Background: an optimization exercise with open tools, aiming at small area, a short achievable clock period and few clock cycles per item. Do not read the settings as production practice. In this exercise RTL edits were held to simulation tests only and were not proved equivalent to the original.

// hb_interp2
module hb_interp2 #(
    parameter int unsigned DW   = 16,
    parameter int unsigned ACCW = 36
) (
    input  logic                 clk,
    input  logic                 reset,
    input  logic signed [DW-1:0] x_in,
    input  logic                 x_in_valid,
    output logic                 x_in_ready,
    output logic signed [DW-1:0] y_out,
    output logic                 y_out_valid
);
For scale: ~1800 cells after synthesis, about 420 flip-flops, about 37 I/O pins, roughly 0.020 sq mm of cells after synthesis.
clock: 6.0 ns
lec_check: 0
cap_margin: 5
core_margin: 2
core_utilization: 65
cts_cluster_diameter: 100
cts_cluster_size: 30
place_density: 0.75
setup_slack_margin: 2.8
slew_margin: 5
run.sh (not shown) runs the stock make flow with config.mk's settings and CLKGATE_MAP_FILE= SYNTH_SCRIPT=/design/flow/synth_recipe.tcl, a recipe that flattens the netlist after the stock synthesis.
Testbench counts at the start, summed over its fixed seeds: cycles 4,144, samples 2,048.
Then changed:
Settings changed: CAP_MARGIN 5 to 20, CORE_UTILIZATION 65 to 40, CTS_BUF_LIST from default to sky130_fd_sc_hd__clkbuf_8, CTS_CLUSTER_DIAMETER 100 to default, PLACE_DENSITY 0.75 to 0.6, SETUP_SLACK_MARGIN 2.8 to 3.2, SLEW_MARGIN 5 to 20.
=> Synthesized cell count stays the same; global-route usage goes down by 8.8 points; core utilization goes down by 23 points; die area goes up by 61%.
Then changed:
Settings changed: CORE_UTILIZATION 40 to 65, CTS_BUF_LIST sky130_fd_sc_hd__clkbuf_8 to default, CTS_CLUSTER_DIAMETER from default to 100, PLACE_DENSITY 0.6 to 0.75, SETUP_SLACK_MARGIN 3.2 to 2.8.
Result: Hold slack is better by 14 ps. Critical path depth decreases by 1. Global-route usage increases by 8.8 points. Cell count decreases by 16%. Sequential cell count stays the same. Count of clock-buffer cells in the layout decreases by 63. Clock skew decreases by 12 ps. Design area decreases by 9.6%. Sequential share of layout area increases by 3.3 points.
Then changed:
Settings changed: CORE_UTILIZATION 65 to 40, PLACE_DENSITY 0.75 to 0.6.
The changed run passed the timing, design-rule and antenna checks.
Area after synthesis stays the same.
Utilization falls by 27 points.
First-iteration DRC count came out higher by about 15%.
Routed wire length increases by about 6%.
Via count went down by about 2.6%.
Global-route usage is lower by 10 points.
Cell area grows by about 1.2%.
Worst setup slack got worse by 50 ps.
Critical path depth does not change.
Then changed:
Settings changed: CORE_UTILIZATION 40 to 65, PLACE_DENSITY 0.6 to 0.75, SETUP_SLACK_MARGIN 2.8 to 3.4.
The new run ran to the end with no violations.
First-iteration DRC count went down by 9.3%.
Clock skew went up by 14 ps.
Design area went up by 4.8%.
Cell count went down by 8.3%.
Clock-buffer cell count went up by 5.
Die area went down by 38%.
Via count went up by 5.8%.
Setup slack is better by 28 ps.
Global-route usage went up by 11 points.

Setup of quartz:
Another version of the RTL of hb_interp2 (not shown whole).
Size in the first run: ~1700 cells after synthesis.
Design hb_interp2, start of the top module:
module hb_interp2 #(
    parameter int unsigned DW   = 16,
    parameter int unsigned ACCW = 36
) (
    input  logic                 clk,
    input  logic                 reset,
    input  logic signed [DW-1:0] x_in,
    input  logic                 x_in_valid,
    output logic                 x_in_ready,
    output logic signed [DW-1:0] y_out,
    output logic                 y_out_valid
);
clock: 6.0 ns
lec_check: 0
cap_margin: 20
core_margin: 2
core_utilization: 75
cts_cluster_diameter: 100
cts_cluster_size: 30
place_density: 0.85
setup_slack_margin: 2.8
slew_margin: 20
standard.sh (not shown) runs the stock make flow with config.mk's settings and CLKGATE_MAP_FILE= SYNTH_SCRIPT=/design/flow/synth_recipe.tcl, a recipe that flattens the netlist after the stock synthesis.
==> flow/flow/run.sh <==
#!/bin/bash
# Standard ORFS flow, with one netlist clean-up between synthesis and floorplan:
# flow/fapol.py removes inverters around full-adder cells (logic unchanged).
set -euo pipefail
R=orfs/results/sky130hd/hb_interp2/base
bash standard.sh synth > synth.log 2>&1
cp $R/1_2_yosys.v $R/1_2_yosys.std.v
python3 flow/fapol.py $R/1_2_yosys.std.v $R/1_2_yosys.v > fapol.log 2>&1
touch $R/1_2_yosys.v
bash standard.sh finish > finish.log 2>&1
Other scripts of this flow, unchanged in this note and not shown: flow/flow/fapol.py
Per the final summary, quartz finished and its layout is clean on timing, DRC and antenna.
Testbench counts of quartz, summed over its fixed seeds: cycles 4,144, samples 2,048.
For juniper, these inputs were changed with respect to quartz:
Settings: GPL_ROUTABILITY_DRIVEN newly set to 0; PLACE_DENSITY changed from 0.85 to 0.9.
diff --git a/flow/flow/run.sh b/flow/flow/run.sh
--- a/flow/flow/run.sh
+++ b/flow/flow/run.sh
@@ -8,3 +8,3 @@
 python3 flow/fapol.py $R/1_2_yosys.std.v $R/1_2_yosys.v > fapol.log 2>&1
 touch $R/1_2_yosys.v
-bash standard.sh finish > finish.log 2>&1
+bash standard.sh "BUFFER_PORTS_ARGS=-buffer_cell sky130_fd_sc_hd__buf_2" finish > finish.log 2>&1
--- outcome ---
- Sum of routed wire length over all layers delta (juniper − quartz): unfavourable
- Compared quartz against juniper; post-layout net count within noise.
- Between quartz and juniper, the actual transition at the worst max-transition pin does not differ in any meaningful way.
- Going from quartz to juniper, clock period minus worst slack picked up an extra 0.0098 ns; area growth from synthesis to layout lost 0.47 points.
### juniper -> cedar
Settings: PLACE_DENSITY changed from 0.9 to 0.85; GPL_ROUTABILITY_DRIVEN removed (was 0).
[summary]
Looking at worst setup margin across juniper and cedar, the one that comes out higher is cedar.
Re worst reg-to-reg path cell count: juniper and cedar aren't equal, and the higher value belongs to cedar.
Diff cedar..juniper | final number of max-transition violations | unchanged
Logic depth of the worst path, buffers included in cedar is 1 higher than in juniper
Changes in lagoon relative to cedar:
Settings: SETUP_SLACK_MARGIN: 2.8 -> 2.6; PLACE_DENSITY: 0.85 -> 0.75; CORE_UTILIZATION: 75 -> 65.
diff --git a/flow/flow/run.sh b/flow/flow/run.sh
--- a/flow/flow/run.sh
+++ b/flow/flow/run.sh
@@ -8,3 +8,3 @@
 python3 flow/fapol.py $R/1_2_yosys.std.v $R/1_2_yosys.v > fapol.log 2>&1
 touch $R/1_2_yosys.v
-bash standard.sh "BUFFER_PORTS_ARGS=-buffer_cell sky130_fd_sc_hd__buf_2" finish > finish.log 2>&1
+bash standard.sh finish > finish.log 2>&1
### Flow results
- Relative to cedar, met1 track utilization from global routing has decreased by 3.7 points in lagoon.
- Total wirelength of the detailed-routed design deteriorates in lagoon relative to cedar.
- When lagoon is set beside cedar, its insertion delay of the later-clocked pin in the worst-skew pair turns out to be 0.02 ns larger.
- Taking cedar as the reference, in lagoon clock buffer count went up; routed length on met1 went up; final critical-path required period went up; register-to-register setup slack went down; number of well taps went up.
- On overall via count from detail_route: between cedar and lagoon, it ends up lower for lagoon.

Starting RTL as in the previous note.
export LEC_CHECK = 0
export ABC_AREA = 1
export CAP_MARGIN = 20
export CORE_MARGIN = 2
export CORE_UTILIZATION = 65
export CTS_CLUSTER_DIAMETER = 100
export CTS_CLUSTER_SIZE = 30
export PLACE_DENSITY = 0.75
export SETUP_SLACK_MARGIN = 2.8
export SLEW_MARGIN = 20
create_clock -name core_clock -period 6.0 [get_ports {clk}]
==> flow/flow/run.sh <==
#!/bin/bash
# Standard ORFS flow, with one netlist clean-up between synthesis and floorplan:
# flow/fapol.py removes inverters around full-adder cells (logic unchanged).
set -euo pipefail
R=orfs/results/sky130hd/hb_interp2/base
bash standard.sh synth > synth.log 2>&1
cp $R/1_2_yosys.v $R/1_2_yosys.std.v
python3 flow/fapol.py $R/1_2_yosys.std.v $R/1_2_yosys.v > fapol.log 2>&1
touch $R/1_2_yosys.v
bash standard.sh finish > finish.log 2>&1
Other scripts of this flow, unchanged in this note and not shown: flow/flow/fapol.py
The baseline completed with no timing, DRC or antenna violations.
Testbench counts at the start, summed over its fixed seeds: cycles 4,144, samples 2,048.
Edit:
- ABC_AREA: 1 -> not set
The new run went through all stages and came out clean.
Worst setup slack loses 0.032 ns.
Via count is lower by 15%.
Utilization grows by 1.3 points.
Area after synthesis fell by 5.5%.
Cell count drops by 18%.
Edit:
- SETUP_SLACK_MARGIN: 2.8 -> 3.0
=> The changed run completed with no timing, DRC or antenna violations; setup slack gets better by 0.013 ns; core utilization increases by 2.2 points; hold slack gets worse by 0.0048 ns; routed wire length goes down slightly; first-iteration DRC count shrinks by a few percent.
Edit:
- SETUP_SLACK_MARGIN: 3.0 -> 2.8
- TNS_END_PERCENT: not set -> 10
Result: Non-clock buffer count drops by 32; wire length climbs slightly; setup slack got worse by 0.034 ns; via count drops slightly.
Edit:
--- a/flow/flow/run.sh
+++ b/flow/flow/run.sh
@@ -10 +10 @@
-bash standard.sh finish > finish.log 2>&1
+bash standard.sh "BUFFER_PORTS_ARGS=-buffer_cell sky130_fd_sc_hd__buf_2" finish > finish.log 2>&1
- TNS_END_PERCENT: 10 -> not set
After rerunning:
- The new run produced a clean layout
- wire length went down by 4.5%
- area after synthesis stays the same
- cell count stays flat
- flip-flop and latch count does not change

## static timing again, ports no longer ideal
In the flow no input, the clock included, has a driving cell. The finished layouts below were timed again as built, in two steps.
Step 1, drivers: a clkbuf_16 drives clk and a buf_2 each remaining input, both assumed.
Step 2, shift: input delay + t, output delay - t, t = (earliest + latest rising clock arrival at the registers) / 2. This alone moves slack from input paths to output paths.
Slacks: ideal ports / drivers / drivers and shift; pairs: ideal ports / drivers.
run	t (ns)	setup WS [ns]	hold WS [ns]	worst setup path at the end
the first run of note 1	0.572	2.819 / 2.819 / 2.819	0.363 / 0.363 / 0.363	register to register
the second run of note 1	0.710	2.718 / 2.718 / 2.718	0.348 / 0.348 / 0.348	register to register
the third run of note 1	0.572	2.819 / 2.819 / 2.819	0.362 / 0.362 / 0.362	register to register
the fourth run of note 1	0.602	2.769 / 2.769 / 2.769	0.358 / 0.358 / 0.358	register to register
the fifth run of note 1	0.580	2.798 / 2.798 / 2.798	0.364 / 0.364 / 0.364	register to register
quartz	0.583	2.765 / 2.765 / 2.765	0.367 / 0.367 / 0.367	register to register
juniper	0.594	2.755 / 2.755 / 2.755	0.360 / 0.360 / 0.360	register to register
cedar	0.566	2.815 / 2.815 / 2.815	0.361 / 0.361 / 0.361	register to register
lagoon	0.585	2.672 / 2.672 / 2.672	0.369 / 0.369 / 0.369	register to register
the first run of note 3	0.595	2.814 / 2.814 / 2.814	0.366 / 0.366 / 0.366	register to register
the second run of note 3	0.585	2.782 / 2.782 / 2.782	0.369 / 0.369 / 0.369	register to register
the third run of note 3	0.603	2.794 / 2.794 / 2.794	0.364 / 0.364 / 0.364	register to register
the fourth run of note 3	0.583	2.760 / 2.760 / 2.760	0.368 / 0.368 / 0.368	register to register
the fifth run of note 3	0.577	2.732 / 2.732 / 2.732	0.365 / 0.365 / 0.365	register to register
After both steps setup and hold are still met in every run listed.
